This is an optimization exercise on Yosys and OpenROAD, whose aim is small area and a short achievable clock period, not a production implementation. In this exercise RTL edits were held to simulation tests only and were not proved equivalent to the original. Power figures rest on the tool's default switching activity, not on a simulated workload.

==> design/flow/design.v <==
package coproc_pkg;
  parameter int operand_w   = 16;    
  parameter int word_w      = 32;    
  parameter int mult_stages = 3;     
  parameter int cold_pulse_ext  = 6;
  parameter int warm_pulse_ext  = 2;
  parameter int debug_pulse_ext = 32;
  parameter int uptime_w = 32;    
  parameter int led_w    = 10;    
  typedef enum logic {
    pulse_idle   = 1'b0,
    pulse_active = 1'b1    
  } pulse_state_t;
endpackage
import coproc_pkg::*;
module pulse_timer #(
  parameter int pulse_ext = cold_pulse_ext    
) (
  input  logic CLOCK_50,
  input  logic hps_fpga_reset_n,
  input  logic run,        
  output logic expired     
);
  localparam int cnt_w = (pulse_ext > 1) ? $clog2(pulse_ext) : 1;
  localparam logic [cnt_w-1:0] last_val = cnt_w'(pulse_ext - 1);
  logic [cnt_w-1:0] cnt_q;
  always_ff @(posedge CLOCK_50 or negedge hps_fpga_reset_n) begin
    if (!hps_fpga_reset_n) begin
      cnt_q <= '0;
    end else if (run) begin
      if (expired) begin
        cnt_q <= '0;                    
      end else begin
        cnt_q <= cnt_q + 1'b1;
      end
    end
  end
  assign expired = (cnt_q == last_val);
endmodule
import coproc_pkg::*;
module reset_req_fsm #(
  parameter int pulse_ext = cold_pulse_ext    
) (
  input  logic CLOCK_50,
  input  logic hps_fpga_reset_n,
  input  logic req,       
  output logic pulse      
);
  logic         req_q;       
  logic         req_prev;    
  logic         rise;
  logic         expired;     
  coproc_pkg::pulse_state_t state_q;
  coproc_pkg::pulse_state_t state_d;
  always_ff @(posedge CLOCK_50 or negedge hps_fpga_reset_n) begin
    if (!hps_fpga_reset_n) begin
      req_q    <= 1'b0;
      req_prev <= 1'b0;
    end else begin
      req_q    <= req;        
      req_prev <= req_q;
    end
  end
  assign rise = req_q && !req_prev;    
  always_comb begin
    state_d = state_q;
    case (state_q)
      pulse_idle: begin
        if (rise) state_d = pulse_active;
      end
      pulse_active: begin
        if (expired) state_d = pulse_idle;
      end
      default: state_d = pulse_idle;
    endcase
  end
  always_ff @(posedge CLOCK_50 or negedge hps_fpga_reset_n) begin
    if (!hps_fpga_reset_n) begin
      state_q <= pulse_idle;
    end else begin
      state_q <= state_d;
    end
  end
  assign pulse = (state_q == pulse_active);
  pulse_timer #(
    .pulse_ext (pulse_ext)
  ) timer_inst (
    .CLOCK_50         (CLOCK_50),
    .hps_fpga_reset_n (hps_fpga_reset_n),
    .run              (pulse),
    .expired          (expired)
  );
endmodule
import coproc_pkg::*;
module mult_pipe #(
  parameter int stages = mult_stages    
) (
  input  logic              CLOCK_50,
  input  logic              hps_fpga_reset_n,
  input  logic [word_w-1:0] in_readdata,
  input  logic              in_waitrequest,
  output logic              in_read,
  output logic [word_w-1:0] out_writedata,
  output logic              out_write,
  input  logic              out_waitrequest
);
  logic              stall;
  logic [2:0]        vld_q;           
  logic [15:0]       op_b;            
  logic [16:0]       b_ext;           
  logic [15:0]       a_q;
  logic [7:0]        one_q, two_q, neg_q;
  logic              one8_q;
  logic [7:0]        one_d, two_d, neg_d;
  logic [76:0]       s1_d, s1_q;
  logic [27:0]       x2, y2, sum2;
  logic [word_w-1:0] p_d, p_q;
  assign stall   = out_waitrequest;
  assign in_read = !in_waitrequest && !stall;
  always_ff @(posedge CLOCK_50 or negedge hps_fpga_reset_n) begin
    if (!hps_fpga_reset_n) begin
      vld_q <= '0;
    end else if (!stall) begin
      vld_q <= {vld_q[1:0], in_read};
    end
  end
  assign op_b  = in_readdata[word_w-1:operand_w];
  assign b_ext = {op_b, 1'b0};
  always_comb begin
    for (int i = 0; i < 8; i++) begin
      one_d[i] = b_ext[2*i+1] ^ b_ext[2*i];
      two_d[i] = (b_ext[2*i+2] & !b_ext[2*i+1] & !b_ext[2*i]) |
                 (!b_ext[2*i+2] & b_ext[2*i+1] & b_ext[2*i]);
      neg_d[i] = b_ext[2*i+2];
    end
  end
  logic pp1;
  logic pp2;
  logic pp3;
  logic pp4;
  logic pp5;
  logic pp6;
  logic pp7;
  logic pp8;
  logic pp9;
  logic pp10;
  logic pp11;
  logic pp12;
  logic pp13;
  logic pp14;
  logic pp15;
  logic pp16;
  logic pp17;
  logic ns18;
  logic pp19;
  logic pp20;
  logic pp21;
  logic pp22;
  logic pp23;
  logic pp24;
  logic pp25;
  logic pp26;
  logic pp27;
  logic pp28;
  logic pp29;
  logic pp30;
  logic pp31;
  logic pp32;
  logic pp33;
  logic pp34;
  logic pp35;
  logic ns36;
  logic pp37;
  logic pp38;
  logic pp39;
  logic pp40;
  logic pp41;
  logic pp42;
  logic pp43;
  logic pp44;
  logic pp45;
  logic pp46;
  logic pp47;
  logic pp48;
  logic pp49;
  logic pp50;
  logic pp51;
  logic pp52;
  logic pp53;
  logic ns54;
  logic pp55;
  logic pp56;
  logic pp57;
  logic pp58;
  logic pp59;
  logic pp60;
  logic pp61;
  logic pp62;
  logic pp63;
  logic pp64;
  logic pp65;
  logic pp66;
  logic pp67;
  logic pp68;
  logic pp69;
  logic pp70;
  logic pp71;
  logic ns72;
  logic pp73;
  logic pp74;
  logic pp75;
  logic pp76;
  logic pp77;
  logic pp78;
  logic pp79;
  logic pp80;
  logic pp81;
  logic pp82;
  logic pp83;
  logic pp84;
  logic pp85;
  logic pp86;
  logic pp87;
  logic pp88;
  logic pp89;
  logic ns90;
  logic pp91;
  logic pp92;
  logic pp93;
  logic pp94;
  logic pp95;
  logic pp96;
  logic pp97;
  logic pp98;
  logic pp99;
  logic pp100;
  logic pp101;
  logic pp102;
  logic pp103;
  logic pp104;
  logic pp105;
  logic pp106;
  logic pp107;
  logic ns108;
  logic pp109;
  logic pp110;
  logic pp111;
  logic pp112;
  logic pp113;
  logic pp114;
  logic pp115;
  logic pp116;
  logic pp117;
  logic pp118;
  logic pp119;
  logic pp120;
  logic pp121;
  logic pp122;
  logic pp123;
  logic pp124;
  logic pp125;
  logic ns126;
  logic pp127;
  logic pp128;
  logic pp129;
  logic pp130;
  logic pp131;
  logic pp132;
  logic pp133;
  logic pp134;
  logic pp135;
  logic pp136;
  logic pp137;
  logic pp138;
  logic pp139;
  logic pp140;
  logic pp141;
  logic pp142;
  logic pp143;
  logic ns144;
  logic pp145;
  logic pp146;
  logic pp147;
  logic pp148;
  logic pp149;
  logic pp150;
  logic pp151;
  logic pp152;
  logic pp153;
  logic pp154;
  logic pp155;
  logic pp156;
  logic pp157;
  logic pp158;
  logic pp159;
  logic pp160;
  logic s161;
  logic c162;
  logic s163;
  logic c164;
  logic s165;
  logic c166;
  logic s167;
  logic c168;
  logic s169;
  logic c170;
  logic s171;
  logic c172;
  logic s173;
  logic c174;
  logic s175;
  logic c176;
  logic s177;
  logic c178;
  logic s179;
  logic c180;
  logic s181;
  logic c182;
  logic s183;
  logic c184;
  logic s185;
  logic c186;
  logic s187;
  logic c188;
  logic s189;
  logic c190;
  logic s191;
  logic c192;
  logic s193;
  logic c194;
  logic s195;
  logic c196;
  logic s197;
  logic c198;
  logic s199;
  logic c200;
  logic s201;
  logic c202;
  logic s203;
  logic c204;
  logic s205;
  logic c206;
  logic s207;
  logic c208;
  logic s209;
  logic c210;
  logic s211;
  logic c212;
  logic s213;
  logic c214;
  logic s215;
  logic c216;
  logic s217;
  logic c218;
  logic s219;
  logic c220;
  logic s221;
  logic c222;
  logic s223;
  logic c224;
  logic s225;
  logic c226;
  logic s227;
  logic c228;
  logic s229;
  logic c230;
  logic s231;
  logic c232;
  logic s233;
  logic c234;
  logic s235;
  logic c236;
  logic s237;
  logic c238;
  logic s239;
  logic c240;
  logic s241;
  logic c242;
  logic s243;
  logic c244;
  logic s245;
  logic c246;
  logic s247;
  logic c248;
  logic s249;
  logic c250;
  logic s251;
  logic c252;
  logic s253;
  logic c254;
  logic s255;
  logic c256;
  logic s257;
  logic c258;
  logic s259;
  logic c260;
  logic s261;
  logic c262;
  logic s263;
  logic c264;
  logic s265;
  logic c266;
  logic s267;
  logic c268;
  logic s269;
  logic c270;
  logic s271;
  logic c272;
  logic s273;
  logic c274;
  logic s275;
  logic c276;
  logic s277;
  logic c278;
  logic s279;
  logic c280;
  logic s281;
  logic c282;
  logic s283;
  logic c284;
  logic s285;
  logic c286;
  logic s287;
  logic c288;
  logic s289;
  logic c290;
  logic s291;
  logic c292;
  logic s293;
  logic c294;
  logic s295;
  logic c296;
  logic s297;
  logic c298;
  logic s299;
  logic c300;
  logic s301;
  logic c302;
  logic s303;
  logic c304;
  logic s305;
  logic c306;
  logic s307;
  logic c308;
  logic s309;
  logic c310;
  logic s311;
  logic c312;
  logic s313;
  logic c314;
  logic s315;
  logic c316;
  logic s317;
  logic c318;
  logic s319;
  logic c320;
  logic s321;
  logic c322;
  logic s323;
  logic c324;
  logic s325;
  logic c326;
  logic s327;
  logic c328;
  logic s329;
  logic c330;
  logic s331;
  logic c332;
  logic s333;
  logic c334;
  logic s335;
  logic c336;
  logic s337;
  logic c338;
  logic s339;
  logic c340;
  logic s341;
  logic c342;
  logic s343;
  logic c344;
  logic s345;
  logic c346;
  logic s347;
  logic c348;
  logic s349;
  logic c350;
  logic s351;
  logic c352;
  logic s353;
  logic c354;
  logic s355;
  logic c356;
  logic s357;
  logic c358;
  logic s359;
  logic c360;
  logic s361;
  logic c362;
  logic s363;
  logic c364;
  logic s365;
  logic c366;
  logic s367;
  logic c368;
  logic s369;
  logic c370;
  logic s371;
  logic c372;
  logic s373;
  logic c374;
  logic s375;
  logic c376;
  logic s377;
  logic c378;
  logic s379;
  logic c380;
  logic s381;
  logic c382;
  logic s383;
  logic c384;
  logic s385;
  logic c386;
  logic s387;
  logic c388;
  logic s389;
  logic c390;
  logic s391;
  logic c392;
  logic s393;
  logic c394;
  logic s395;
  logic c396;
  logic s397;
  logic c398;
  logic s399;
  logic c400;
  logic s401;
  logic c402;
  logic s403;
  logic c404;
  logic s405;
  logic c406;
  logic s409;
  logic c410;
  logic s411;
  logic c412;
  logic s413;
  logic c414;
  logic s415;
  logic c416;
  logic s417;
  logic c418;
  logic s419;
  logic c420;
  logic s421;
  logic c422;
  logic s423;
  logic c424;
  logic s425;
  logic c426;
  logic s427;
  logic c428;
  logic s429;
  logic c430;
  logic s431;
  logic c432;
  logic s433;
  logic c434;
  logic s435;
  logic c436;
  logic s437;
  logic c438;
  logic s439;
  logic c440;
  logic s441;
  logic c442;
  logic s443;
  logic c444;
  logic s445;
  logic c446;
  logic s447;
  logic c448;
  logic s449;
  logic c450;
  assign pp1 = ((one_q[0] & a_q[0])) ^ neg_q[0];
  assign pp2 = ((one_q[0] & a_q[1]) | (two_q[0] & a_q[0])) ^ neg_q[0];
  assign pp3 = ((one_q[0] & a_q[2]) | (two_q[0] & a_q[1])) ^ neg_q[0];
  assign pp4 = ((one_q[0] & a_q[3]) | (two_q[0] & a_q[2])) ^ neg_q[0];
  assign pp5 = ((one_q[0] & a_q[4]) | (two_q[0] & a_q[3])) ^ neg_q[0];
  assign pp6 = ((one_q[0] & a_q[5]) | (two_q[0] & a_q[4])) ^ neg_q[0];
  assign pp7 = ((one_q[0] & a_q[6]) | (two_q[0] & a_q[5])) ^ neg_q[0];
  assign pp8 = ((one_q[0] & a_q[7]) | (two_q[0] & a_q[6])) ^ neg_q[0];
  assign pp9 = ((one_q[0] & a_q[8]) | (two_q[0] & a_q[7])) ^ neg_q[0];
  assign pp10 = ((one_q[0] & a_q[9]) | (two_q[0] & a_q[8])) ^ neg_q[0];
  assign pp11 = ((one_q[0] & a_q[10]) | (two_q[0] & a_q[9])) ^ neg_q[0];
  assign pp12 = ((one_q[0] & a_q[11]) | (two_q[0] & a_q[10])) ^ neg_q[0];
  assign pp13 = ((one_q[0] & a_q[12]) | (two_q[0] & a_q[11])) ^ neg_q[0];
  assign pp14 = ((one_q[0] & a_q[13]) | (two_q[0] & a_q[12])) ^ neg_q[0];
  assign pp15 = ((one_q[0] & a_q[14]) | (two_q[0] & a_q[13])) ^ neg_q[0];
  assign pp16 = ((one_q[0] & a_q[15]) | (two_q[0] & a_q[14])) ^ neg_q[0];
  assign pp17 = ((two_q[0] & a_q[15])) ^ neg_q[0];
  assign ns18 = ~neg_q[0];
  assign pp19 = ((one_q[1] & a_q[0])) ^ neg_q[1];
  assign pp20 = ((one_q[1] & a_q[1]) | (two_q[1] & a_q[0])) ^ neg_q[1];
  assign pp21 = ((one_q[1] & a_q[2]) | (two_q[1] & a_q[1])) ^ neg_q[1];
  assign pp22 = ((one_q[1] & a_q[3]) | (two_q[1] & a_q[2])) ^ neg_q[1];
  assign pp23 = ((one_q[1] & a_q[4]) | (two_q[1] & a_q[3])) ^ neg_q[1];
  assign pp24 = ((one_q[1] & a_q[5]) | (two_q[1] & a_q[4])) ^ neg_q[1];
  assign pp25 = ((one_q[1] & a_q[6]) | (two_q[1] & a_q[5])) ^ neg_q[1];
  assign pp26 = ((one_q[1] & a_q[7]) | (two_q[1] & a_q[6])) ^ neg_q[1];
  assign pp27 = ((one_q[1] & a_q[8]) | (two_q[1] & a_q[7])) ^ neg_q[1];
  assign pp28 = ((one_q[1] & a_q[9]) | (two_q[1] & a_q[8])) ^ neg_q[1];
  assign pp29 = ((one_q[1] & a_q[10]) | (two_q[1] & a_q[9])) ^ neg_q[1];
  assign pp30 = ((one_q[1] & a_q[11]) | (two_q[1] & a_q[10])) ^ neg_q[1];
  assign pp31 = ((one_q[1] & a_q[12]) | (two_q[1] & a_q[11])) ^ neg_q[1];
  assign pp32 = ((one_q[1] & a_q[13]) | (two_q[1] & a_q[12])) ^ neg_q[1];
  assign pp33 = ((one_q[1] & a_q[14]) | (two_q[1] & a_q[13])) ^ neg_q[1];
  assign pp34 = ((one_q[1] & a_q[15]) | (two_q[1] & a_q[14])) ^ neg_q[1];
  assign pp35 = ((two_q[1] & a_q[15])) ^ neg_q[1];
  assign ns36 = ~neg_q[1];
  assign pp37 = ((one_q[2] & a_q[0])) ^ neg_q[2];
  assign pp38 = ((one_q[2] & a_q[1]) | (two_q[2] & a_q[0])) ^ neg_q[2];
  assign pp39 = ((one_q[2] & a_q[2]) | (two_q[2] & a_q[1])) ^ neg_q[2];
  assign pp40 = ((one_q[2] & a_q[3]) | (two_q[2] & a_q[2])) ^ neg_q[2];
  assign pp41 = ((one_q[2] & a_q[4]) | (two_q[2] & a_q[3])) ^ neg_q[2];
  assign pp42 = ((one_q[2] & a_q[5]) | (two_q[2] & a_q[4])) ^ neg_q[2];
  assign pp43 = ((one_q[2] & a_q[6]) | (two_q[2] & a_q[5])) ^ neg_q[2];
  assign pp44 = ((one_q[2] & a_q[7]) | (two_q[2] & a_q[6])) ^ neg_q[2];
  assign pp45 = ((one_q[2] & a_q[8]) | (two_q[2] & a_q[7])) ^ neg_q[2];
  assign pp46 = ((one_q[2] & a_q[9]) | (two_q[2] & a_q[8])) ^ neg_q[2];
  assign pp47 = ((one_q[2] & a_q[10]) | (two_q[2] & a_q[9])) ^ neg_q[2];
  assign pp48 = ((one_q[2] & a_q[11]) | (two_q[2] & a_q[10])) ^ neg_q[2];
  assign pp49 = ((one_q[2] & a_q[12]) | (two_q[2] & a_q[11])) ^ neg_q[2];
  assign pp50 = ((one_q[2] & a_q[13]) | (two_q[2] & a_q[12])) ^ neg_q[2];
  assign pp51 = ((one_q[2] & a_q[14]) | (two_q[2] & a_q[13])) ^ neg_q[2];
  assign pp52 = ((one_q[2] & a_q[15]) | (two_q[2] & a_q[14])) ^ neg_q[2];
  assign pp53 = ((two_q[2] & a_q[15])) ^ neg_q[2];
  assign ns54 = ~neg_q[2];
  assign pp55 = ((one_q[3] & a_q[0])) ^ neg_q[3];
  assign pp56 = ((one_q[3] & a_q[1]) | (two_q[3] & a_q[0])) ^ neg_q[3];
  assign pp57 = ((one_q[3] & a_q[2]) | (two_q[3] & a_q[1])) ^ neg_q[3];
  assign pp58 = ((one_q[3] & a_q[3]) | (two_q[3] & a_q[2])) ^ neg_q[3];
  assign pp59 = ((one_q[3] & a_q[4]) | (two_q[3] & a_q[3])) ^ neg_q[3];
  assign pp60 = ((one_q[3] & a_q[5]) | (two_q[3] & a_q[4])) ^ neg_q[3];
  assign pp61 = ((one_q[3] & a_q[6]) | (two_q[3] & a_q[5])) ^ neg_q[3];
  assign pp62 = ((one_q[3] & a_q[7]) | (two_q[3] & a_q[6])) ^ neg_q[3];
  assign pp63 = ((one_q[3] & a_q[8]) | (two_q[3] & a_q[7])) ^ neg_q[3];
  assign pp64 = ((one_q[3] & a_q[9]) | (two_q[3] & a_q[8])) ^ neg_q[3];
  assign pp65 = ((one_q[3] & a_q[10]) | (two_q[3] & a_q[9])) ^ neg_q[3];
  assign pp66 = ((one_q[3] & a_q[11]) | (two_q[3] & a_q[10])) ^ neg_q[3];
  assign pp67 = ((one_q[3] & a_q[12]) | (two_q[3] & a_q[11])) ^ neg_q[3];
  assign pp68 = ((one_q[3] & a_q[13]) | (two_q[3] & a_q[12])) ^ neg_q[3];
  assign pp69 = ((one_q[3] & a_q[14]) | (two_q[3] & a_q[13])) ^ neg_q[3];
  assign pp70 = ((one_q[3] & a_q[15]) | (two_q[3] & a_q[14])) ^ neg_q[3];
  assign pp71 = ((two_q[3] & a_q[15])) ^ neg_q[3];
  assign ns72 = ~neg_q[3];
  assign pp73 = ((one_q[4] & a_q[0])) ^ neg_q[4];
  assign pp74 = ((one_q[4] & a_q[1]) | (two_q[4] & a_q[0])) ^ neg_q[4];
  assign pp75 = ((one_q[4] & a_q[2]) | (two_q[4] & a_q[1])) ^ neg_q[4];
  assign pp76 = ((one_q[4] & a_q[3]) | (two_q[4] & a_q[2])) ^ neg_q[4];
  assign pp77 = ((one_q[4] & a_q[4]) | (two_q[4] & a_q[3])) ^ neg_q[4];
  assign pp78 = ((one_q[4] & a_q[5]) | (two_q[4] & a_q[4])) ^ neg_q[4];
  assign pp79 = ((one_q[4] & a_q[6]) | (two_q[4] & a_q[5])) ^ neg_q[4];
  assign pp80 = ((one_q[4] & a_q[7]) | (two_q[4] & a_q[6])) ^ neg_q[4];
  assign pp81 = ((one_q[4] & a_q[8]) | (two_q[4] & a_q[7])) ^ neg_q[4];
  assign pp82 = ((one_q[4] & a_q[9]) | (two_q[4] & a_q[8])) ^ neg_q[4];
  assign pp83 = ((one_q[4] & a_q[10]) | (two_q[4] & a_q[9])) ^ neg_q[4];
  assign pp84 = ((one_q[4] & a_q[11]) | (two_q[4] & a_q[10])) ^ neg_q[4];
  assign pp85 = ((one_q[4] & a_q[12]) | (two_q[4] & a_q[11])) ^ neg_q[4];
  assign pp86 = ((one_q[4] & a_q[13]) | (two_q[4] & a_q[12])) ^ neg_q[4];
  assign pp87 = ((one_q[4] & a_q[14]) | (two_q[4] & a_q[13])) ^ neg_q[4];
  assign pp88 = ((one_q[4] & a_q[15]) | (two_q[4] & a_q[14])) ^ neg_q[4];
  assign pp89 = ((two_q[4] & a_q[15])) ^ neg_q[4];
  assign ns90 = ~neg_q[4];
  assign pp91 = ((one_q[5] & a_q[0])) ^ neg_q[5];
  assign pp92 = ((one_q[5] & a_q[1]) | (two_q[5] & a_q[0])) ^ neg_q[5];
  assign pp93 = ((one_q[5] & a_q[2]) | (two_q[5] & a_q[1])) ^ neg_q[5];
  assign pp94 = ((one_q[5] & a_q[3]) | (two_q[5] & a_q[2])) ^ neg_q[5];
  assign pp95 = ((one_q[5] & a_q[4]) | (two_q[5] & a_q[3])) ^ neg_q[5];
  assign pp96 = ((one_q[5] & a_q[5]) | (two_q[5] & a_q[4])) ^ neg_q[5];
  assign pp97 = ((one_q[5] & a_q[6]) | (two_q[5] & a_q[5])) ^ neg_q[5];
  assign pp98 = ((one_q[5] & a_q[7]) | (two_q[5] & a_q[6])) ^ neg_q[5];
  assign pp99 = ((one_q[5] & a_q[8]) | (two_q[5] & a_q[7])) ^ neg_q[5];
  assign pp100 = ((one_q[5] & a_q[9]) | (two_q[5] & a_q[8])) ^ neg_q[5];
  assign pp101 = ((one_q[5] & a_q[10]) | (two_q[5] & a_q[9])) ^ neg_q[5];
  assign pp102 = ((one_q[5] & a_q[11]) | (two_q[5] & a_q[10])) ^ neg_q[5];
  assign pp103 = ((one_q[5] & a_q[12]) | (two_q[5] & a_q[11])) ^ neg_q[5];
  assign pp104 = ((one_q[5] & a_q[13]) | (two_q[5] & a_q[12])) ^ neg_q[5];
  assign pp105 = ((one_q[5] & a_q[14]) | (two_q[5] & a_q[13])) ^ neg_q[5];
  assign pp106 = ((one_q[5] & a_q[15]) | (two_q[5] & a_q[14])) ^ neg_q[5];
  assign pp107 = ((two_q[5] & a_q[15])) ^ neg_q[5];
  assign ns108 = ~neg_q[5];
  assign pp109 = ((one_q[6] & a_q[0])) ^ neg_q[6];
  assign pp110 = ((one_q[6] & a_q[1]) | (two_q[6] & a_q[0])) ^ neg_q[6];
  assign pp111 = ((one_q[6] & a_q[2]) | (two_q[6] & a_q[1])) ^ neg_q[6];
  assign pp112 = ((one_q[6] & a_q[3]) | (two_q[6] & a_q[2])) ^ neg_q[6];
  assign pp113 = ((one_q[6] & a_q[4]) | (two_q[6] & a_q[3])) ^ neg_q[6];
  assign pp114 = ((one_q[6] & a_q[5]) | (two_q[6] & a_q[4])) ^ neg_q[6];
  assign pp115 = ((one_q[6] & a_q[6]) | (two_q[6] & a_q[5])) ^ neg_q[6];
  assign pp116 = ((one_q[6] & a_q[7]) | (two_q[6] & a_q[6])) ^ neg_q[6];
  assign pp117 = ((one_q[6] & a_q[8]) | (two_q[6] & a_q[7])) ^ neg_q[6];
  assign pp118 = ((one_q[6] & a_q[9]) | (two_q[6] & a_q[8])) ^ neg_q[6];
  assign pp119 = ((one_q[6] & a_q[10]) | (two_q[6] & a_q[9])) ^ neg_q[6];
  assign pp120 = ((one_q[6] & a_q[11]) | (two_q[6] & a_q[10])) ^ neg_q[6];
  assign pp121 = ((one_q[6] & a_q[12]) | (two_q[6] & a_q[11])) ^ neg_q[6];
  assign pp122 = ((one_q[6] & a_q[13]) | (two_q[6] & a_q[12])) ^ neg_q[6];
  assign pp123 = ((one_q[6] & a_q[14]) | (two_q[6] & a_q[13])) ^ neg_q[6];
  assign pp124 = ((one_q[6] & a_q[15]) | (two_q[6] & a_q[14])) ^ neg_q[6];
  assign pp125 = ((two_q[6] & a_q[15])) ^ neg_q[6];
  assign ns126 = ~neg_q[6];
  assign pp127 = ((one_q[7] & a_q[0])) ^ neg_q[7];
  assign pp128 = ((one_q[7] & a_q[1]) | (two_q[7] & a_q[0])) ^ neg_q[7];
  assign pp129 = ((one_q[7] & a_q[2]) | (two_q[7] & a_q[1])) ^ neg_q[7];
  assign pp130 = ((one_q[7] & a_q[3]) | (two_q[7] & a_q[2])) ^ neg_q[7];
  assign pp131 = ((one_q[7] & a_q[4]) | (two_q[7] & a_q[3])) ^ neg_q[7];
  assign pp132 = ((one_q[7] & a_q[5]) | (two_q[7] & a_q[4])) ^ neg_q[7];
  assign pp133 = ((one_q[7] & a_q[6]) | (two_q[7] & a_q[5])) ^ neg_q[7];
  assign pp134 = ((one_q[7] & a_q[7]) | (two_q[7] & a_q[6])) ^ neg_q[7];
  assign pp135 = ((one_q[7] & a_q[8]) | (two_q[7] & a_q[7])) ^ neg_q[7];
  assign pp136 = ((one_q[7] & a_q[9]) | (two_q[7] & a_q[8])) ^ neg_q[7];
  assign pp137 = ((one_q[7] & a_q[10]) | (two_q[7] & a_q[9])) ^ neg_q[7];
  assign pp138 = ((one_q[7] & a_q[11]) | (two_q[7] & a_q[10])) ^ neg_q[7];
  assign pp139 = ((one_q[7] & a_q[12]) | (two_q[7] & a_q[11])) ^ neg_q[7];
  assign pp140 = ((one_q[7] & a_q[13]) | (two_q[7] & a_q[12])) ^ neg_q[7];
  assign pp141 = ((one_q[7] & a_q[14]) | (two_q[7] & a_q[13])) ^ neg_q[7];
  assign pp142 = ((one_q[7] & a_q[15]) | (two_q[7] & a_q[14])) ^ neg_q[7];
  assign pp143 = ((two_q[7] & a_q[15])) ^ neg_q[7];
  assign ns144 = ~neg_q[7];
  assign pp145 = one8_q & a_q[0];
  assign pp146 = one8_q & a_q[1];
  assign pp147 = one8_q & a_q[2];
  assign pp148 = one8_q & a_q[3];
  assign pp149 = one8_q & a_q[4];
  assign pp150 = one8_q & a_q[5];
  assign pp151 = one8_q & a_q[6];
  assign pp152 = one8_q & a_q[7];
  assign pp153 = one8_q & a_q[8];
  assign pp154 = one8_q & a_q[9];
  assign pp155 = one8_q & a_q[10];
  assign pp156 = one8_q & a_q[11];
  assign pp157 = one8_q & a_q[12];
  assign pp158 = one8_q & a_q[13];
  assign pp159 = one8_q & a_q[14];
  assign pp160 = one8_q & a_q[15];
  assign s161 = ~ns18;
  assign c162 = ns18;
  assign s163 = ~pp147;
  assign c164 = pp147;
  mult_ha u_s165 (.a(neg_q[5]), .b(pp11), .s(s165), .co(c166));
  mult_ha u_s167 (.a(pp12), .b(pp28), .s(s167), .co(c168));
  mult_fa u_s169 (.a(neg_q[6]), .b(pp13), .c(pp29), .s(s169), .co(c170));
  mult_ha u_s171 (.a(pp45), .b(pp61), .s(s171), .co(c172));
  mult_fa u_s173 (.a(pp14), .b(pp30), .c(pp46), .s(s173), .co(c174));
  mult_ha u_s175 (.a(pp62), .b(pp78), .s(s175), .co(c176));
  mult_fa u_s177 (.a(neg_q[7]), .b(pp15), .c(pp31), .s(s177), .co(c178));
  mult_fa u_s179 (.a(pp47), .b(pp63), .c(pp79), .s(s179), .co(c180));
  mult_ha u_s181 (.a(pp95), .b(pp111), .s(s181), .co(c182));
  mult_fa u_s183 (.a(pp16), .b(pp32), .c(pp48), .s(s183), .co(c184));
  mult_fa u_s185 (.a(pp64), .b(pp80), .c(pp96), .s(s185), .co(c186));
  mult_ha u_s187 (.a(pp112), .b(pp128), .s(s187), .co(c188));
  mult_fa u_s189 (.a(pp145), .b(pp17), .c(pp33), .s(s189), .co(c190));
  mult_fa u_s191 (.a(pp49), .b(pp65), .c(pp81), .s(s191), .co(c192));
  mult_fa u_s193 (.a(pp97), .b(pp113), .c(pp129), .s(s193), .co(c194));
  mult_fa u_s195 (.a(pp146), .b(s161), .c(pp34), .s(s195), .co(c196));
  mult_fa u_s197 (.a(pp50), .b(pp66), .c(pp82), .s(s197), .co(c198));
  mult_fa u_s199 (.a(pp98), .b(pp114), .c(pp130), .s(s199), .co(c200));
  mult_fa u_s201 (.a(c162), .b(s163), .c(pp35), .s(s201), .co(c202));
  mult_fa u_s203 (.a(pp51), .b(pp67), .c(pp83), .s(s203), .co(c204));
  mult_fa u_s205 (.a(pp99), .b(pp115), .c(pp131), .s(s205), .co(c206));
  mult_fa u_s207 (.a(ns36), .b(pp148), .c(c164), .s(s207), .co(c208));
  mult_fa u_s209 (.a(pp52), .b(pp68), .c(pp84), .s(s209), .co(c210));
  mult_fa u_s211 (.a(pp100), .b(pp116), .c(pp132), .s(s211), .co(c212));
  assign s213 = ~(pp149 ^ pp53);
  assign c214 = pp149 | pp53;
  mult_fa u_s215 (.a(pp69), .b(pp85), .c(pp101), .s(s215), .co(c216));
  mult_ha u_s217 (.a(pp117), .b(pp133), .s(s217), .co(c218));
  mult_fa u_s219 (.a(ns54), .b(pp150), .c(pp70), .s(s219), .co(c220));
  mult_fa u_s221 (.a(pp86), .b(pp102), .c(pp118), .s(s221), .co(c222));
  assign s223 = ~(pp151 ^ pp71);
  assign c224 = pp151 | pp71;
  mult_ha u_s225 (.a(pp87), .b(pp103), .s(s225), .co(c226));
  mult_fa u_s227 (.a(ns72), .b(pp152), .c(pp88), .s(s227), .co(c228));
  assign s229 = ~pp153;
  assign c230 = pp153;
  mult_ha u_s231 (.a(neg_q[3]), .b(pp7), .s(s231), .co(c232));
  mult_ha u_s233 (.a(pp8), .b(pp24), .s(s233), .co(c234));
  mult_fa u_s235 (.a(neg_q[4]), .b(pp9), .c(pp25), .s(s235), .co(c236));
  mult_ha u_s237 (.a(pp41), .b(pp57), .s(s237), .co(c238));
  mult_fa u_s239 (.a(pp10), .b(pp26), .c(pp42), .s(s239), .co(c240));
  mult_ha u_s241 (.a(pp58), .b(pp74), .s(s241), .co(c242));
  mult_fa u_s243 (.a(pp27), .b(pp43), .c(pp59), .s(s243), .co(c244));
  mult_fa u_s245 (.a(pp75), .b(pp91), .c(s165), .s(s245), .co(c246));
  mult_fa u_s247 (.a(pp44), .b(pp60), .c(pp76), .s(s247), .co(c248));
  mult_fa u_s249 (.a(pp92), .b(c166), .c(s167), .s(s249), .co(c250));
  mult_fa u_s251 (.a(pp77), .b(pp93), .c(pp109), .s(s251), .co(c252));
  mult_fa u_s253 (.a(c168), .b(s171), .c(s169), .s(s253), .co(c254));
  mult_fa u_s255 (.a(pp94), .b(pp110), .c(c172), .s(s255), .co(c256));
  mult_fa u_s257 (.a(s175), .b(c170), .c(s173), .s(s257), .co(c258));
  mult_fa u_s259 (.a(pp127), .b(c176), .c(s181), .s(s259), .co(c260));
  mult_fa u_s261 (.a(c174), .b(s177), .c(s179), .s(s261), .co(c262));
  mult_fa u_s263 (.a(c182), .b(s187), .c(c178), .s(s263), .co(c264));
  mult_fa u_s265 (.a(c180), .b(s183), .c(s185), .s(s265), .co(c266));
  mult_fa u_s267 (.a(c188), .b(c184), .c(c186), .s(s267), .co(c268));
  mult_fa u_s269 (.a(s189), .b(s191), .c(s193), .s(s269), .co(c270));
  mult_fa u_s271 (.a(c190), .b(c192), .c(c194), .s(s271), .co(c272));
  mult_fa u_s273 (.a(s195), .b(s197), .c(s199), .s(s273), .co(c274));
  mult_fa u_s275 (.a(c196), .b(c198), .c(c200), .s(s275), .co(c276));
  mult_fa u_s277 (.a(s201), .b(s203), .c(s205), .s(s277), .co(c278));
  mult_fa u_s279 (.a(s207), .b(c202), .c(c204), .s(s279), .co(c280));
  mult_fa u_s281 (.a(c206), .b(s209), .c(s211), .s(s281), .co(c282));
  mult_fa u_s283 (.a(c208), .b(s217), .c(c210), .s(s283), .co(c284));
  mult_fa u_s285 (.a(c212), .b(s213), .c(s215), .s(s285), .co(c286));
  mult_fa u_s287 (.a(pp134), .b(c218), .c(c214), .s(s287), .co(c288));
  mult_fa u_s289 (.a(c216), .b(s219), .c(s221), .s(s289), .co(c290));
  mult_fa u_s291 (.a(pp119), .b(pp135), .c(s225), .s(s291), .co(c292));
  mult_fa u_s293 (.a(c220), .b(c222), .c(s223), .s(s293), .co(c294));
  mult_fa u_s295 (.a(pp104), .b(pp120), .c(pp136), .s(s295), .co(c296));
  mult_fa u_s297 (.a(c226), .b(c224), .c(s227), .s(s297), .co(c298));
  mult_fa u_s299 (.a(s229), .b(pp89), .c(pp105), .s(s299), .co(c300));
  mult_fa u_s301 (.a(pp121), .b(pp137), .c(c228), .s(s301), .co(c302));
  mult_fa u_s303 (.a(ns90), .b(pp154), .c(c230), .s(s303), .co(c304));
  mult_fa u_s305 (.a(pp106), .b(pp122), .c(pp138), .s(s305), .co(c306));
  assign s307 = ~(pp155 ^ pp107);
  assign c308 = pp155 | pp107;
  mult_ha u_s309 (.a(pp123), .b(pp139), .s(s309), .co(c310));
  mult_fa u_s311 (.a(ns108), .b(pp156), .c(pp124), .s(s311), .co(c312));
  assign s313 = ~pp157;
  assign c314 = pp157;
  mult_ha u_s315 (.a(neg_q[2]), .b(pp5), .s(s315), .co(c316));
  mult_ha u_s317 (.a(pp6), .b(pp22), .s(s317), .co(c318));
  mult_fa u_s319 (.a(pp23), .b(pp39), .c(pp55), .s(s319), .co(c320));
  mult_fa u_s321 (.a(pp40), .b(pp56), .c(c232), .s(s321), .co(c322));
  mult_fa u_s323 (.a(pp73), .b(c234), .c(s237), .s(s323), .co(c324));
  mult_fa u_s325 (.a(c238), .b(s241), .c(c236), .s(s325), .co(c326));
  mult_fa u_s327 (.a(c242), .b(c240), .c(s243), .s(s327), .co(c328));
  mult_fa u_s329 (.a(c244), .b(s247), .c(c246), .s(s329), .co(c330));
  mult_fa u_s331 (.a(c248), .b(s251), .c(c250), .s(s331), .co(c332));
  mult_fa u_s333 (.a(c252), .b(s255), .c(c254), .s(s333), .co(c334));
  mult_fa u_s335 (.a(c256), .b(s259), .c(c258), .s(s335), .co(c336));
  mult_fa u_s337 (.a(c260), .b(c262), .c(s263), .s(s337), .co(c338));
  mult_fa u_s339 (.a(c264), .b(c266), .c(s267), .s(s339), .co(c340));
  mult_fa u_s341 (.a(c268), .b(c270), .c(s271), .s(s341), .co(c342));
  mult_fa u_s343 (.a(c272), .b(c274), .c(s275), .s(s343), .co(c344));
  mult_fa u_s345 (.a(c276), .b(c278), .c(s279), .s(s345), .co(c346));
  mult_fa u_s347 (.a(c280), .b(c282), .c(s283), .s(s347), .co(c348));
  mult_fa u_s349 (.a(c284), .b(c286), .c(s287), .s(s349), .co(c350));
  mult_fa u_s351 (.a(s291), .b(c288), .c(c290), .s(s351), .co(c352));
  mult_fa u_s353 (.a(s295), .b(c292), .c(c294), .s(s353), .co(c354));
  mult_fa u_s355 (.a(c296), .b(s299), .c(c298), .s(s355), .co(c356));
  mult_fa u_s357 (.a(s303), .b(c300), .c(s305), .s(s357), .co(c358));
  mult_fa u_s359 (.a(c304), .b(s309), .c(c306), .s(s359), .co(c360));
  mult_fa u_s361 (.a(pp140), .b(c310), .c(c308), .s(s361), .co(c362));
  mult_fa u_s363 (.a(s313), .b(pp125), .c(pp141), .s(s363), .co(c364));
  mult_fa u_s365 (.a(ns126), .b(pp158), .c(c314), .s(s365), .co(c366));
  assign s367 = ~pp159;
  assign c368 = pp159;
  mult_ha u_s369 (.a(neg_q[1]), .b(pp3), .s(s369), .co(c370));
  mult_ha u_s371 (.a(pp4), .b(pp20), .s(s371), .co(c372));
  mult_fa u_s373 (.a(pp21), .b(pp37), .c(s315), .s(s373), .co(c374));
  mult_fa u_s375 (.a(pp38), .b(c316), .c(s317), .s(s375), .co(c376));
  mult_fa u_s377 (.a(c318), .b(s231), .c(s319), .s(s377), .co(c378));
  mult_fa u_s379 (.a(s233), .b(c320), .c(s321), .s(s379), .co(c380));
  mult_fa u_s381 (.a(s235), .b(c322), .c(s323), .s(s381), .co(c382));
  mult_fa u_s383 (.a(s239), .b(c324), .c(s325), .s(s383), .co(c384));
  mult_fa u_s385 (.a(s245), .b(c326), .c(s327), .s(s385), .co(c386));
  mult_ha u_s387 (.a(s307), .b(c358), .s(s387), .co(c388));
  mult_fa u_s389 (.a(s311), .b(c360), .c(s361), .s(s389), .co(c390));
  mult_fa u_s391 (.a(c312), .b(s363), .c(c362), .s(s391), .co(c392));
  mult_fa u_s393 (.a(pp142), .b(s365), .c(c364), .s(s393), .co(c394));
  mult_fa u_s395 (.a(s367), .b(c366), .c(pp143), .s(s395), .co(c396));
  mult_fa u_s397 (.a(ns144), .b(pp160), .c(c368), .s(s397), .co(c398));
  mult_ha u_s399 (.a(neg_q[0]), .b(pp1), .s(s399), .co(c400));
  mult_ha u_s401 (.a(pp2), .b(c400), .s(s401), .co(c402));
  mult_fa u_s403 (.a(pp19), .b(s369), .c(c402), .s(s403), .co(c404));
  mult_fa u_s405 (.a(c370), .b(s371), .c(c404), .s(s405), .co(c406));
  assign s1_d = {c406, s397, c396, s395, c394, s393, c392, s391, c390, s389, c388, s359, s387, c356, s357, c302, s355, c354, s301, s353, c352, s297, s351, c350, s293, s349, c348, s289, s347, c346, s285, s345, c344, s281, s343, c342, s277, s341, c340, s273, s339, c338, s269, s337, c336, s265, s335, c334, s261, s333, c332, s257, s331, c330, s253, s329, c328, s249, c386, s385, c384, s383, c382, s381, c380, s379, c378, s377, c376, s375, c374, s373, c372, s405, s403, s401, s399};
  mult_fa u_s409 (.a(s1_q[18]), .b(s1_q[19]), .c(s1_q[20]), .s(s409), .co(c410));
  mult_fa u_s411 (.a(s1_q[22]), .b(s1_q[23]), .c(s1_q[24]), .s(s411), .co(c412));
  mult_fa u_s413 (.a(s1_q[25]), .b(s1_q[26]), .c(s1_q[27]), .s(s413), .co(c414));
  mult_fa u_s415 (.a(s1_q[28]), .b(s1_q[29]), .c(s1_q[30]), .s(s415), .co(c416));
  mult_fa u_s417 (.a(s1_q[31]), .b(s1_q[32]), .c(s1_q[33]), .s(s417), .co(c418));
  mult_fa u_s419 (.a(s1_q[34]), .b(s1_q[35]), .c(s1_q[36]), .s(s419), .co(c420));
  mult_fa u_s421 (.a(s1_q[37]), .b(s1_q[38]), .c(s1_q[39]), .s(s421), .co(c422));
  mult_fa u_s423 (.a(s1_q[40]), .b(s1_q[41]), .c(s1_q[42]), .s(s423), .co(c424));
  mult_fa u_s425 (.a(s1_q[43]), .b(s1_q[44]), .c(s1_q[45]), .s(s425), .co(c426));
  mult_fa u_s427 (.a(s1_q[46]), .b(s1_q[47]), .c(s1_q[48]), .s(s427), .co(c428));
  mult_fa u_s429 (.a(s1_q[49]), .b(s1_q[50]), .c(s1_q[51]), .s(s429), .co(c430));
  mult_fa u_s431 (.a(s1_q[52]), .b(s1_q[53]), .c(s1_q[54]), .s(s431), .co(c432));
  mult_fa u_s433 (.a(s1_q[55]), .b(s1_q[56]), .c(s1_q[57]), .s(s433), .co(c434));
  mult_fa u_s435 (.a(s1_q[58]), .b(s1_q[59]), .c(s1_q[60]), .s(s435), .co(c436));
  mult_fa u_s437 (.a(s1_q[61]), .b(s1_q[62]), .c(s1_q[63]), .s(s437), .co(c438));
  mult_ha u_s439 (.a(s1_q[64]), .b(s1_q[65]), .s(s439), .co(c440));
  mult_ha u_s441 (.a(s1_q[66]), .b(s1_q[67]), .s(s441), .co(c442));
  mult_ha u_s443 (.a(s1_q[68]), .b(s1_q[69]), .s(s443), .co(c444));
  mult_ha u_s445 (.a(s1_q[70]), .b(s1_q[71]), .s(s445), .co(c446));
  mult_ha u_s447 (.a(s1_q[72]), .b(s1_q[73]), .s(s447), .co(c448));
  mult_ha u_s449 (.a(s1_q[74]), .b(s1_q[75]), .s(s449), .co(c450));
  assign x2  = {s449, s447, s445, s443, s441, s439, s437, s435, s433, s431, s429, s427, s425, s423, s421, s419, s417, s415, s413, s411, s409, s1_q[16], s1_q[14], s1_q[12], s1_q[10], s1_q[8], s1_q[6], s1_q[4]};
  assign y2  = {c448, c446, c444, c442, c440, c438, c436, c434, c432, c430, c428, c426, c424, c422, c420, c418, c416, c414, c412, c410, s1_q[21], s1_q[17], s1_q[15], s1_q[13], s1_q[11], s1_q[9], s1_q[7], s1_q[5]};
  logic [27:0] g0, p0, cy;
  assign g0 = x2 & y2;
  assign p0 = x2 ^ y2;
  logic bg1;
  assign bg1 = g0[0] | (p0[0] & s1_q[76]);
  logic bg2;
  assign bg2 = g0[2] | (p0[2] & g0[1]);
  logic bp2;
  assign bp2 = p0[2] & p0[1];
  logic bg3;
  assign bg3 = g0[4] | (p0[4] & g0[3]);
  logic bp3;
  assign bp3 = p0[4] & p0[3];
  logic bg4;
  assign bg4 = g0[6] | (p0[6] & g0[5]);
  logic bp4;
  assign bp4 = p0[6] & p0[5];
  logic bg5;
  assign bg5 = g0[8] | (p0[8] & g0[7]);
  logic bp5;
  assign bp5 = p0[8] & p0[7];
  logic bg6;
  assign bg6 = g0[10] | (p0[10] & g0[9]);
  logic bp6;
  assign bp6 = p0[10] & p0[9];
  logic bg7;
  assign bg7 = g0[12] | (p0[12] & g0[11]);
  logic bp7;
  assign bp7 = p0[12] & p0[11];
  logic bg8;
  assign bg8 = g0[14] | (p0[14] & g0[13]);
  logic bp8;
  assign bp8 = p0[14] & p0[13];
  logic bg9;
  assign bg9 = g0[16] | (p0[16] & g0[15]);
  logic bp9;
  assign bp9 = p0[16] & p0[15];
  logic bg10;
  assign bg10 = g0[18] | (p0[18] & g0[17]);
  logic bp10;
  assign bp10 = p0[18] & p0[17];
  logic bg11;
  assign bg11 = g0[20] | (p0[20] & g0[19]);
  logic bp11;
  assign bp11 = p0[20] & p0[19];
  logic bg12;
  assign bg12 = g0[22] | (p0[22] & g0[21]);
  logic bp12;
  assign bp12 = p0[22] & p0[21];
  logic bg13;
  assign bg13 = g0[24] | (p0[24] & g0[23]);
  logic bp13;
  assign bp13 = p0[24] & p0[23];
  logic bg14;
  assign bg14 = g0[26] | (p0[26] & g0[25]);
  logic bp14;
  assign bp14 = p0[26] & p0[25];
  logic bg15;
  assign bg15 = g0[1] | (p0[1] & bg1);
  logic bg16;
  assign bg16 = bg2 | (bp2 & bg1);
  logic bg17;
  assign bg17 = g0[5] | (p0[5] & bg3);
  logic bp17;
  assign bp17 = p0[5] & bp3;
  logic bg18;
  assign bg18 = bg4 | (bp4 & bg3);
  logic bp18;
  assign bp18 = bp4 & bp3;
  logic bg19;
  assign bg19 = g0[9] | (p0[9] & bg5);
  logic bp19;
  assign bp19 = p0[9] & bp5;
  logic bg20;
  assign bg20 = bg6 | (bp6 & bg5);
  logic bp20;
  assign bp20 = bp6 & bp5;
  logic bg21;
  assign bg21 = g0[13] | (p0[13] & bg7);
  logic bp21;
  assign bp21 = p0[13] & bp7;
  logic bg22;
  assign bg22 = bg8 | (bp8 & bg7);
  logic bp22;
  assign bp22 = bp8 & bp7;
  logic bg23;
  assign bg23 = g0[17] | (p0[17] & bg9);
  logic bp23;
  assign bp23 = p0[17] & bp9;
  logic bg24;
  assign bg24 = bg10 | (bp10 & bg9);
  logic bp24;
  assign bp24 = bp10 & bp9;
  logic bg25;
  assign bg25 = g0[21] | (p0[21] & bg11);
  logic bp25;
  assign bp25 = p0[21] & bp11;
  logic bg26;
  assign bg26 = bg12 | (bp12 & bg11);
  logic bp26;
  assign bp26 = bp12 & bp11;
  logic bg27;
  assign bg27 = g0[25] | (p0[25] & bg13);
  logic bp27;
  assign bp27 = p0[25] & bp13;
  logic bg28;
  assign bg28 = bg14 | (bp14 & bg13);
  logic bp28;
  assign bp28 = bp14 & bp13;
  logic bg29;
  assign bg29 = g0[3] | (p0[3] & bg16);
  logic bg30;
  assign bg30 = bg3 | (bp3 & bg16);
  logic bg31;
  assign bg31 = bg17 | (bp17 & bg16);
  logic bg32;
  assign bg32 = bg18 | (bp18 & bg16);
  logic bg33;
  assign bg33 = g0[11] | (p0[11] & bg20);
  logic bp33;
  assign bp33 = p0[11] & bp20;
  logic bg34;
  assign bg34 = bg7 | (bp7 & bg20);
  logic bp34;
  assign bp34 = bp7 & bp20;
  logic bg35;
  assign bg35 = bg21 | (bp21 & bg20);
  logic bp35;
  assign bp35 = bp21 & bp20;
  logic bg36;
  assign bg36 = bg22 | (bp22 & bg20);
  logic bp36;
  assign bp36 = bp22 & bp20;
  logic bg37;
  assign bg37 = g0[19] | (p0[19] & bg24);
  logic bp37;
  assign bp37 = p0[19] & bp24;
  logic bg38;
  assign bg38 = bg11 | (bp11 & bg24);
  logic bp38;
  assign bp38 = bp11 & bp24;
  logic bg39;
  assign bg39 = bg25 | (bp25 & bg24);
  logic bp39;
  assign bp39 = bp25 & bp24;
  logic bg40;
  assign bg40 = bg26 | (bp26 & bg24);
  logic bp40;
  assign bp40 = bp26 & bp24;
  logic bg41;
  assign bg41 = g0[27] | (p0[27] & bg28);
  logic bp41;
  assign bp41 = p0[27] & bp28;
  logic bg42;
  assign bg42 = g0[7] | (p0[7] & bg32);
  logic bg43;
  assign bg43 = bg5 | (bp5 & bg32);
  logic bg44;
  assign bg44 = bg19 | (bp19 & bg32);
  logic bg45;
  assign bg45 = bg20 | (bp20 & bg32);
  logic bg46;
  assign bg46 = bg33 | (bp33 & bg32);
  logic bg47;
  assign bg47 = bg34 | (bp34 & bg32);
  logic bg48;
  assign bg48 = bg35 | (bp35 & bg32);
  logic bg49;
  assign bg49 = bg36 | (bp36 & bg32);
  logic bg50;
  assign bg50 = g0[23] | (p0[23] & bg40);
  logic bp50;
  assign bp50 = p0[23] & bp40;
  logic bg51;
  assign bg51 = bg13 | (bp13 & bg40);
  logic bp51;
  assign bp51 = bp13 & bp40;
  logic bg52;
  assign bg52 = bg27 | (bp27 & bg40);
  logic bp52;
  assign bp52 = bp27 & bp40;
  logic bg53;
  assign bg53 = bg28 | (bp28 & bg40);
  logic bp53;
  assign bp53 = bp28 & bp40;
  logic bg54;
  assign bg54 = bg41 | (bp41 & bg40);
  logic bp54;
  assign bp54 = bp41 & bp40;
  logic bg55;
  assign bg55 = g0[15] | (p0[15] & bg49);
  logic bg56;
  assign bg56 = bg9 | (bp9 & bg49);
  logic bg57;
  assign bg57 = bg23 | (bp23 & bg49);
  logic bg58;
  assign bg58 = bg24 | (bp24 & bg49);
  logic bg59;
  assign bg59 = bg37 | (bp37 & bg49);
  logic bg60;
  assign bg60 = bg38 | (bp38 & bg49);
  logic bg61;
  assign bg61 = bg39 | (bp39 & bg49);
  logic bg62;
  assign bg62 = bg40 | (bp40 & bg49);
  logic bg63;
  assign bg63 = bg50 | (bp50 & bg49);
  logic bg64;
  assign bg64 = bg51 | (bp51 & bg49);
  logic bg65;
  assign bg65 = bg52 | (bp52 & bg49);
  logic bg66;
  assign bg66 = bg53 | (bp53 & bg49);
  logic bg67;
  assign bg67 = bg54 | (bp54 & bg49);
  assign cy = {bg66, bg65, bg64, bg63, bg62, bg61, bg60, bg59, bg58, bg57, bg56, bg55, bg49, bg48, bg47, bg46, bg45, bg44, bg43, bg42, bg32, bg31, bg30, bg29, bg16, bg15, bg1, s1_q[76]};
  assign sum2 = p0 ^ cy;
  assign p_d = {sum2, {s1_q[3], s1_q[2], s1_q[1], s1_q[0]}};
  always_ff @(posedge CLOCK_50) begin
    if (!stall) begin
      a_q    <= in_readdata[operand_w-1:0];
      one_q  <= one_d;
      two_q  <= two_d;
      neg_q  <= neg_d;
      one8_q <= op_b[15];
      s1_q   <= s1_d;
      p_q    <= p_d;
    end
  end
  assign out_write     = vld_q[2];
  assign out_writedata = p_q;
endmodule
module mult_fa (
  input  logic a,
  input  logic b,
  input  logic c,
  output logic s,
  output logic co
);
  assign s  = a ^ b ^ c;
  assign co = (a & b) | (c & (a ^ b));
endmodule
module mult_ha (
  input  logic a,
  input  logic b,
  output logic s,
  output logic co
);
  assign s  = a ^ b;
  assign co = a & b;
endmodule
import coproc_pkg::*;
module coproc_top (
  input  logic                CLOCK_50,
  input  logic                hps_fpga_reset_n,
  input  logic [word_w-1:0]   in_readdata,
  input  logic                in_waitrequest,
  output logic                in_read,
  output logic [word_w-1:0]   out_writedata,
  output logic                out_write,
  input  logic                out_waitrequest,
  input  logic [2:0]          reset_req,
  output logic                cold_reset,
  output logic                warm_reset,
  output logic                debug_reset,
  output logic [uptime_w-1:0] status_count,
  output logic [led_w-1:0]    ledr
);
  logic [uptime_w-1:0] uptime_q;    
  mult_pipe #(
    .stages (mult_stages)
  ) mult_inst (
    .CLOCK_50         (CLOCK_50),
    .hps_fpga_reset_n (hps_fpga_reset_n),
    .in_readdata      (in_readdata),
    .in_waitrequest   (in_waitrequest),
    .in_read          (in_read),
    .out_writedata    (out_writedata),
    .out_write        (out_write),
    .out_waitrequest  (out_waitrequest)
  );
  reset_req_fsm #(
    .pulse_ext (cold_pulse_ext)
  ) cold_req_inst (
    .CLOCK_50         (CLOCK_50),
    .hps_fpga_reset_n (hps_fpga_reset_n),
    .req              (reset_req[0]),
    .pulse            (cold_reset)
  );
  reset_req_fsm #(
    .pulse_ext (warm_pulse_ext)
  ) warm_req_inst (
    .CLOCK_50         (CLOCK_50),
    .hps_fpga_reset_n (hps_fpga_reset_n),
    .req              (reset_req[1]),
    .pulse            (warm_reset)
  );
  reset_req_fsm #(
    .pulse_ext (debug_pulse_ext)
  ) debug_req_inst (
    .CLOCK_50         (CLOCK_50),
    .hps_fpga_reset_n (hps_fpga_reset_n),
    .req              (reset_req[2]),
    .pulse            (debug_reset)
  );
  localparam int grp_w = 8;
  localparam int n_grp = uptime_w / grp_w;
  logic [uptime_w-1:0] uptime_d;
  logic [n_grp-1:0]    grp_cin;
  logic [grp_w:0]      carry [n_grp];    
  assign grp_cin[0] = 1'b1;
  for (genvar g = 1; g < n_grp; g++) begin : g_cin
    assign grp_cin[g] = grp_cin[g-1] & (&uptime_q[g*grp_w-1 -: grp_w]);
  end
  for (genvar g = 0; g < n_grp; g++) begin : g_grp
    for (genvar i = 0; i < grp_w; i++) begin : g_bit
      if (g == 0 && i == 0) begin : g_lsb
        assign uptime_d[0]  = !uptime_q[0];
        assign carry[0][1]  = uptime_q[0];
      end else begin : g_ha
        uptime_ha ha_inst (
          .a  (uptime_q[g*grp_w+i]),
          .b  ((i == 0) ? grp_cin[g] : carry[g][i]),
          .s  (uptime_d[g*grp_w+i]),
          .co (carry[g][i+1])
        );
      end
    end
  end
  always_ff @(posedge CLOCK_50 or negedge hps_fpga_reset_n) begin
    if (!hps_fpga_reset_n) begin
      uptime_q <= '0;
    end else begin
      uptime_q <= uptime_d;    
    end
  end
  assign status_count = uptime_q;                        
  assign ledr         = uptime_q[uptime_w-1 -: led_w];   
endmodule
module uptime_ha (
  input  logic a,
  input  logic b,
  output logic s,
  output logic co
);
  assign s  = a ^ b;
  assign co = a & b;
endmodule
==> design/flow/flow/run.sh <==
#!/bin/bash
# Layout flow: the standard ORFS flow, with the port buffers that the
# placement step inserts made from sky130_fd_sc_hd__buf_1, which the timing
# repair may then resize, instead of the delay-cell buffer the resizer picks.
set -euo pipefail
bash standard.sh "BUFFER_PORTS_ARGS=-buffer_cell sky130_fd_sc_hd__buf_1" finish > orfs_make.log 2>&1
==> design/flow/standard.sh <==
#!/bin/bash
# synth_recipe.tcl (not shown) runs the flow's synth.tcl, then flattens the netlist and writes it again
# the make line also repeats each setting of config.mk as NAME=value (left out here)
make -C /OpenROAD-flow-scripts/flow DESIGN_CONFIG=/design/flow/config.mk WORK_HOME=/design/flow/orfs CLKGATE_MAP_FILE= SYNTH_SCRIPT=/design/flow/synth_recipe.tcl "${@:-finish}"
==> design/flow/config.mk <==
export PLATFORM = sky130hd
export DESIGN_NAME = coproc_top
export DESIGN_NICKNAME = coproc_top
export VERILOG_FILES = /design/flow/design.v
export SDC_FILE = /design/flow/constraint.sdc
export NUM_CORES = 4
export LEC_CHECK = 0
export CAP_MARGIN = 20
export CORE_MARGIN = 2
export CORE_UTILIZATION = 65
export CTS_CLUSTER_DIAMETER = 150
export CTS_CLUSTER_SIZE = 30
export SETUP_SLACK_MARGIN = 3.7
export SLEW_MARGIN = 20
export SYNTH_HIERARCHICAL = 1
export TNS_END_PERCENT = 5
==> design/flow/constraint.sdc <==
create_clock -name core_clock -period 6.8 [get_ports {CLOCK_50}]
set_input_delay 1.3600 -clock core_clock [delete_from_list [all_inputs] [get_ports {CLOCK_50}]]
set_output_delay 1.3600 -clock core_clock [all_outputs]
set_load 0.01 [all_outputs]
==> results.yml <==
timing:
  slew_headroom_pct: 24.6
  fmax_mhz: 320
  finalHoldViolations: 0
  fin_hold_ws_ns: 0.397
  fin_ws_ns: 3.68
  finalCritPeriodShare_pct: 45.9
  setup_viol_count_final: 0
  setup_total_negative_slack_ns: 0
  finalMaxSlewViolations: 0
  unrepaired_setup_endpoints_after_global_routing: "yes"
  timing_worst_slew_pin_value_ns: 1.13
  clock_skew_ns: 0.0146
  final.min_clock_period_ns: 3.12
cts:
  htreeDepth: 1
  cts_made_buffers: 10
  clock_sink_count: 202
  clock_tree.buffer_depth: 3
  cts_tree: "yes"
  clock_latency_on_the_worst_skew_pair_ns: 0.47
  clock_tree.root_cell: "clkbuf_16"
  cts.clk_slew.worst_paths_ns: 0.11
  holdBufCountCts: 0
floorplanning:
  floorplan.die_area_um2: 21600
  die_width_um: 147
  initial_utilization_pct: 65.9
  floorplan.core_area_um2: 20200
  std_cell_rows: 52
  top_level_ports: 118
  fp.dieH_um: 147
synth:
  synth_ff_type: "edfxtp_1"
  synth_edf_count: 149
  mean_instance_size_in_the_synthesized_netlist_um2: 13.1
  synthCells: 1014
  share_of_async_settable_or_async_resettable_flops_after_synthesis_pct: 26.2
  mappedNetlistNets: 1256
  netlist_area_um2: 13300
  yosysWarningCount: 16
  synth-seq-cells: 202
  synth_sequential_area_ratio_pct: 43.6
  post_synth_num_cell_types: 57
worst_setup_path:
  setup.worst_path.start_class: "flop"
  timing.rr.start: "mult_inst.s1_q[48]"
  top_fanout_value_on_the_critical_path: 5
  worst_ep_arrival_time_ns: 3.47
  worst_setup_path_startpoint: "mult_inst.s1_q[48]"
  worst_setup_path_end_kind: "flop"
  criticalPathCategory: "reg -> reg"
  timing.critical_path.slowest_cell_delay_ns: 0.59
  critical_path.slowest_cell: "fa_1"
  critical_path.most_common_cell: "a221o_1"
  crit_chain: "fa_1 -> ha_4 -> a21o_1 -> a221o_1 -> a221o_1 -> buf_4 -> or3_2 -> nand3_1"
  crit_required_ns: 7.15
drt:
  route.detailed.drc: 0
  routed_antenna_nets: 0
  routed_wirelength_um: 25800
  drt-wirelength-per-cell_um: 19.3
  first_iter_violations: 711
  detailedRoute.firstPassIterationCount: 8
  via_per_inst: 6.04
  routed-via-count: 8058
finish:
  layout-area-overhead-vs-synth_pct: 6.50
  mostFrequentLayoutCell: "edfxtp_1"
  drive_above_1_share_pct: 5.26
  final-instance-count-excl-fill: 1335
  antenna_cells: 0
  layout.cells.most_common_list: "149 x edfxtp_1, 146 x xnor2_1, 120 x a22oi_1"
  fill_cells: 1467
  postLayoutCellArea_um2: 14200
  layout.nets: 1304
power:
  standby_leakage_power_nw: 5.57
  power_density_nw_per_um2: 461
  max-vdd-ir-drop_uv: 253
run_status:
  run_status: "finished clean"
hold_path:
  min_path_type: "reg -> reg"
  min_from: "warm_req_inst.req_q"
grt:
  gr-usage-all-layers_pct: 24.6
  grt_max_degree: 70
  grt_first_pass_wirelength_um: 42300
  number_of_antenna_violations_at_the_first_check_in_global_routing: 0
  global_route.overflow_total: 0
  grt_pass1_vias: 8134
placed_design:
  place_area_um2: 13700
  post-place-ws_ns: 3.46
  detailed_place_hpwl_um: 18000
  portBuffers: 117
  place.gp.congestion: 0.867
  dp_cells: 1314
run:
  max_cap_violations: 0
-- final timing paths --
| path | end | slack, ns | cells past startpoint |
|---|---|---|---|
| max | mult_inst.p_q[29] | 3.68 | 8 |
| min | warm_req_inst.req_prev | 0.40 | 0 |
| max reg2reg | mult_inst.p_q[29] | 3.68 | 8 |
| min reg2reg | warm_req_inst.req_prev | 0.40 | 0 |
| max in group asynchronous | uptime_q[12] | 5.39 | 2 |
| min in group asynchronous | debug_req_inst.state_q | 0.97 | 2 |
-- repair_timing --
item / in CTS / in global routing
setup buffers: 4 / 2
setup endpoints to repair: 12 / 23
pin swaps: 4 / 9
hold endpoints to repair: 0 / 0
resized for setup: 4 / 9
-- modules after synthesis, one instance, submodules excluded, excerpt --
module | cell area, um2 | copies in the design | flip-flops and latches | cells
uptime_ha | 12.5 | 31 | 0 | 1
mult_fa | 20.0 | 110 | 0 | 1
mult_ha | 12.5 | 26 | 0 | 1
coproc_top | 963 | 1 | 32 | 54
-- cell usage after synthesis (3+ instances only) --
cell / number / area share [%]
a211oi_2: 3 / 0.28
a21o_1: 4 / 0.23
a21oi_1: 15 / 0.56
a221o_1: 3 / 0.23
a22oi_1: 120 / 6.8
and2_1: 14 / 0.66
and3_1: 4 / 0.19
buf_1: 3 / 0.085
buf_4: 11 / 0.62
clkbuf_1: 79 / 2.2
dfrtp_1: 53 / 10
edfxtp_1: 149 / 34
fa_1: 115 / 17
ha_1: 88 / 8.3
inv_1: 40 / 1.1
mux2_2: 4 / 0.34
mux2i_1: 5 / 0.38
nand2_1: 32 / 0.90
nand2b_1: 14 / 0.66
nand3_1: 3 / 0.11
nand3b_1: 8 / 0.45
nand4_1: 5 / 0.24
nor2_1: 12 / 0.34
nor2b_1: 3 / 0.14
nor3_1: 11 / 0.41
o2111ai_1: 3 / 0.20
o21ai_0: 12 / 0.45
o311ai_1: 3 / 0.20
xnor2_1: 146 / 9.6
xor2_1: 15 / 0.99
-- power breakdown --
| part | switching, mW | leakage (nW) | total (mW) | internal (mW) |
|---|---|---|---|---|
| logic | 1.93 | 3.28 | 3.57 | 1.64 |
| registers | 0.278 | 2.14 | 2.28 | 2.01 |
| clock network | 0.372 | 0.144 | 0.674 | 0.301 |
-- sequential cells by signal, summed over array words and instances, names as in the netlist --
name,flops
mult_inst.two_q,8
mult_inst.one_q,8
warm_req_inst.state_q,1
debug_req_inst.state_q,1
mult_inst.neg_q,7
cold_req_inst.req_q,1
cold_req_inst.state_q,1
mult_inst.a_q,16
warm_req_inst.req_prev,1
uptime_q,32
mult_inst.one8_q,1
mult_inst.vld_q,3
mult_inst.p_q,32
debug_req_inst.req_prev,1
cold_req_inst.timer_inst.cnt_q,3
debug_req_inst.timer_inst.cnt_q,5
warm_req_inst.req_q,1
mult_inst.s1_q,77
cold_req_inst.req_prev,1
warm_req_inst.timer_inst.cnt_q,1
debug_req_inst.req_q,1
-- final cells by class --
class	count	area, um2	share of cell area [%]
Multi-Input combinational cell	679	7040	49.7
Sequential cell	202	5800	41.0
Timing Repair Buffer	129	533	3.76
Tap cell	270	338	2.39
Clock buffer	14	287	2.02
Inverter	40	154	1.09
Clock inverter	1	8.76	0.0619
-- critical path: cells and delay by family, from the launching register on --
kind,cells,cell delay [ns]
compound gates,3,1.04
fa+ha+maj,2,0.81
simple gates,2,0.56
flops,1,0.41
buf+inv,1,0.17
-- per-stage QoR --
stage / util (%) / power, mW
floorplan: - / 4.75
global placement: 68.1 / 5.49
detailed placement: 68.1 / 5.65
CTS: 69.7 / 6.37
global route: 70.2 / 7.09
finish: 70.2 / 6.53
-- kinds of logic (layout without fill, tap and decap cells) --
logic type	after synthesis	in the layout	share of synthesized area, %
adder cells (fa/ha/maj)	203	203	25.6
flip-flops	202	202	43.6
AO/OA/AOI/OAI	182	182	10.0
XOR/XNOR	161	161	10.6
buffers and inverters	133	184	4.07
AND/OR/NAND/NOR	122	122	5.11
multiplexers	11	11	0.941
-- metal layers --
| layer | routed length [um] | global-route usage, % | part of all wire (%) | up-vias |
|---|---|---|---|---|
| met5 | 0 | 0 | 0 | - |
| met4 | 427 | 6.01 | 1.7 | 0 |
| met3 | 1720 | 2.76 | 6.6 | 34 |
| met2 | 11900 | 38.4 | 46 | 287 |
| met1 | 11800 | 37.7 | 46 | 4066 |
| li1 | - | - | - | 3671 |

static timing again, ports no longer ideal:
How much do the figures lean on ideal ports? The routed layout below was timed once more, with nothing changed but the port constraints.
Step 1: set_driving_cell puts a clkbuf_16 on CLOCK_50 and a buf_2 on each other input, an assumption about the parent block.
Step 2 adds t to the input delays and takes it off the output delays; t is the mean of the earliest and latest rising clock arrival at the registers after step 1. Input paths then give back, and output paths get back, about the clock's delay inside the block.
a / b / c = ideal / step 1 / step 2; a / b = the first two.
t, ns: 0.514
setup slack, ns: 3.680 / 3.680 / 3.674
worst setup path after step 2: input to register
After both steps this run still meets setup and hold. For this run, drivers alone change the setup slack by 0.000 ns; drivers and shift together by -0.006 ns.
